Context: an optimization exercise on an open-source flow, tuned for small area and a short achievable clock period. The choices shown serve that exercise and are no tape-out recipe. Only simulation tests tie the RTL to the original design; equivalence was not proved. No activity file was given, so power comes from the tool's default toggle rates.

## fft_butterfly_pipe
module fft_butterfly_pipe (
  input  logic        clk,
  input  logic        rst,
  input  logic        in_valid,
  input  logic [3:0]  rd_addrA,
  input  logic [3:0]  rd_addrB,
  input  logic [2:0]  twiddle_idx,
  input  logic [3:0]  stage,
  input  logic        bank_sel,
  input  logic        agu_done,
  input  logic [31:0] rd_dataA,
  input  logic [31:0] rd_dataB,
  output logic [2:0]  tw_addr,
  input  logic [31:0] tw_data,
  output logic        wr_en,
  output logic        wr_bank,
  output logic [3:0]  wr_addrA,
  output logic [3:0]  wr_addrB,
  output logic [31:0] wr_dataA,
  output logic [31:0] wr_dataB,
  output logic        drained,
  output logic        done_out,
  output logic        hazard_err
);
  logic        v1_q, v2_q, v3_q;
  logic [3:0]  stage_q;                           
  logic [8:0]  meta1_q, meta2_q, meta3_q, meta4_q;   
  logic [31:0] a2_q, nb2_q, a3_q;
  logic [7:0]  one_n_re, two_n_re, neg_re, one_n_im, two_n_im, neg_im;
  logic [7:0]  one_n2_re, two_n2_re, neg2_re, one_n2_im, two_n2_im, neg2_im, neg_n2_im;
  logic [22:0] x_re, y_re, x_im, y_im, x3_re, y3_re, x3_im, y3_im;
  logic        c_re, c_im, c3_re, c3_im;
  logic        wrap1, wrap2_q, wrap3_q;
  logic        agu_q, pending_done;
  logic        busy, agu_rise, drained_next, hazard_c;
  logic [17:0] a3_re, a3_im;
  logic [5:0]  lo_re, lo_im;
  logic [17:0] s_aa_re, t_aa_re, s_aa_im, t_aa_im, s_ab_re, t_ab_re, s_ab_im, t_ab_im;
  logic [18:0] sum_aa_re, sum_aa_im, sum_ab_re, sum_ab_im;
  logic [17:0] za_re, za_im, zb_re, zb_im;
  logic [15:0] ra_re, ra_im, rb_re, rb_im;
  logic hi_stage, p2_1, p2_2, p2_3, p1_2, p1_3, p0_3;
  fft_or2    u_tw_hi  (.a(stage[3]), .b(stage[2]), .y(hi_stage));
  fft_nand3b u_tw_p21 (.a_n(stage[1]), .b(stage[0]), .c(twiddle_idx[0]), .y(p2_1));
  fft_nand3b u_tw_p22 (.a_n(stage[0]), .b(stage[1]), .c(twiddle_idx[1]), .y(p2_2));
  ...
==> flow/config.mk <==
export PLATFORM = sky130hd
export DESIGN_NAME = fft_butterfly_pipe
export DESIGN_NICKNAME = fft_butterfly_pipe
export VERILOG_FILES = /design/flow/design.v
export SDC_FILE = /design/flow/constraint.sdc
export NUM_CORES = 4
export LEC_CHECK = 0
export CAP_MARGIN = 20
export CORE_MARGIN = 2
export CORE_UTILIZATION = 55
export SLEW_MARGIN = 20
export SYNTH_HIERARCHICAL = 1
==> flow/constraint.sdc <==
create_clock -name core_clock -period 10.0 [get_ports {clk}]
set_input_delay 2.0000 -clock core_clock [delete_from_list [all_inputs] [get_ports {clk}]]
set_output_delay 2.0000 -clock core_clock [all_outputs]
set_load 0.01 [all_outputs]
standard.sh (not shown) runs the stock make flow with config.mk's settings and CLKGATE_MAP_FILE= SYNTH_SCRIPT=/design/flow/synth_recipe.tcl, a recipe that flattens the netlist after the stock synthesis.
==> flow/flow/run.sh <==
#!/bin/bash
set -euo pipefail
export BUFFER_PORTS_ARGS="-buffer_cell sky130_fd_sc_hd__buf_1"
export SETUP_SLACK_MARGIN=5.4
export CTS_ARGS="-sink_clustering_enable -repair_clock_nets -sink_clustering_size 30 -sink_clustering_max_diameter 100 -buf_list {sky130_fd_sc_hd__clkbuf_8 sky130_fd_sc_hd__clkbuf_16} -dont_use_dummy_load"
bash standard.sh > standard.log 2>&1
==> next run, changes <==
--- a/flow/design.v
+++ b/flow/design.v
@@ -1139,27 +1139,24 @@
   logic        agu_q, pending_done;
   logic        busy, agu_rise, drained_next, hazard_c;
   logic [17:0] a3_re, a3_im;
   logic [5:0]  lo_re, lo_im;
   logic [17:0] s_aa_re, t_aa_re, s_aa_im, t_aa_im, s_ab_re, t_ab_re, s_ab_im, t_ab_im;
   logic [18:0] sum_aa_re, sum_aa_im, sum_ab_re, sum_ab_im;
   logic [17:0] za_re, za_im, zb_re, zb_im;
   logic [15:0] ra_re, ra_im, rb_re, rb_im;
-  logic hi_stage, p2_1, p2_2, p2_3, p1_2, p1_3, p0_3;
-  fft_or2    u_tw_hi  (.a(stage[3]), .b(stage[2]), .y(hi_stage));
-  fft_nand3b u_tw_p21 (.a_n(stage[1]), .b(stage[0]), .c(twiddle_idx[0]), .y(p2_1));
-  fft_nand3b u_tw_p22 (.a_n(stage[0]), .b(stage[1]), .c(twiddle_idx[1]), .y(p2_2));
-  fft_nand3  u_tw_p23 (.a(stage[1]),   .b(stage[0]), .c(twiddle_idx[2]), .y(p2_3));
-  fft_nand3b u_tw_p12 (.a_n(stage[0]), .b(stage[1]), .c(twiddle_idx[0]), .y(p1_2));
-  fft_nand3  u_tw_p13 (.a(stage[1]),   .b(stage[0]), .c(twiddle_idx[1]), .y(p1_3));
-  fft_nand3  u_tw_p03 (.a(stage[1]),   .b(stage[0]), .c(twiddle_idx[0]), .y(p0_3));
-  fft_a31oi  u_tw_2   (.a1(p2_1), .a2(p2_2), .a3(p2_3), .b1(hi_stage), .y(tw_addr[2]));
-  fft_a21oi  u_tw_1   (.a1(p1_2), .a2(p1_3), .b1(hi_stage), .y(tw_addr[1]));
-  fft_nor2   u_tw_0   (.a(p0_3), .b(hi_stage), .y(tw_addr[0]));
+  always_comb begin
+    case (stage)
+      4'd1:    tw_addr = {twiddle_idx[0], 2'b00};
+      4'd2:    tw_addr = {twiddle_idx[1:0], 1'b0};
+      4'd3:    tw_addr = twiddle_idx;
+      default: tw_addr = 3'd0;
+    endcase
+  end
   always_comb begin
     busy         = v1_q | v2_q | v3_q | wr_en;
     hazard_c     = in_valid & busy & (stage != stage_q);
     agu_rise     = agu_done & ~agu_q;
     drained_next = ~(in_valid | v1_q | v2_q | v3_q);
     drained      = ~busy;
   end
   always_comb begin
@@ -1275,26 +1272,8 @@
     y3_im    <= y_im;
     c3_im    <= c_im;
     wrap3_q  <= wrap2_q;
     wr_dataA <= {ra_re, ra_im};
     wr_dataB <= {rb_re, rb_im};
   end
   assign {wr_bank, wr_addrA, wr_addrB} = meta4_q;
 endmodule
-module fft_or2 (input logic a, input logic b, output logic y);
-  assign y = a | b;
-endmodule
-module fft_nor2 (input logic a, input logic b, output logic y);
-  assign y = ~(a | b);
-endmodule
-module fft_nand3 (input logic a, input logic b, input logic c, output logic y);
-  assign y = ~(a & b & c);
-endmodule
-module fft_nand3b (input logic a_n, input logic b, input logic c, output logic y);
-  assign y = ~(~a_n & b & c);
-endmodule
-module fft_a31oi (input logic a1, input logic a2, input logic a3, input logic b1, output logic y);
-  assign y = ~((a1 & a2 & a3) | b1);
-endmodule
-module fft_a21oi (input logic a1, input logic a2, input logic b1, output logic y);
-  assign y = ~((a1 & a2) | b1);
-endmodule
The new run completed without violations.
Non-clock buffer count climbs by 4.
Setup slack loses 0.073 ns.
Core utilization went down by 0.22 points.
Combinational power is about the same.
Worst hold slack improves by 0.051 ns.
Final cell count decreases by 1.0%.
Synthesized cell count fell by 1.7%.
Clock skew went down by 0.028 ns.

## port drivers added, routing unchanged
How much do the figures lean on ideal ports? The routed layouts below were timed once more, with nothing changed but the port constraints. Step 1: set_driving_cell puts a clkbuf_16 on clk and a buf_2 on each other input, an assumption about the parent block. Step 2 moves the port delays by t, midway between the first and last clock arrival at a register: inputs arrive t later, outputs are due t later. That takes back most of the time a late clock gives input paths. Three values: ideal ports, drivers, drivers and shift; two values: the first two.
run	t, ns	slack for setup (ns)	worst setup path after step 2	pins driven straight from the clock port
the first run	0.618	5.389 / 5.356 / 5.356	input to output	1
the second run	0.615	5.316 / 5.272 / 5.272	input to output	1
After both steps every run listed still meets setup and hold. For the second run, which loses most, drivers alone change the setup slack by -0.044 ns; drivers and shift together by -0.044 ns.
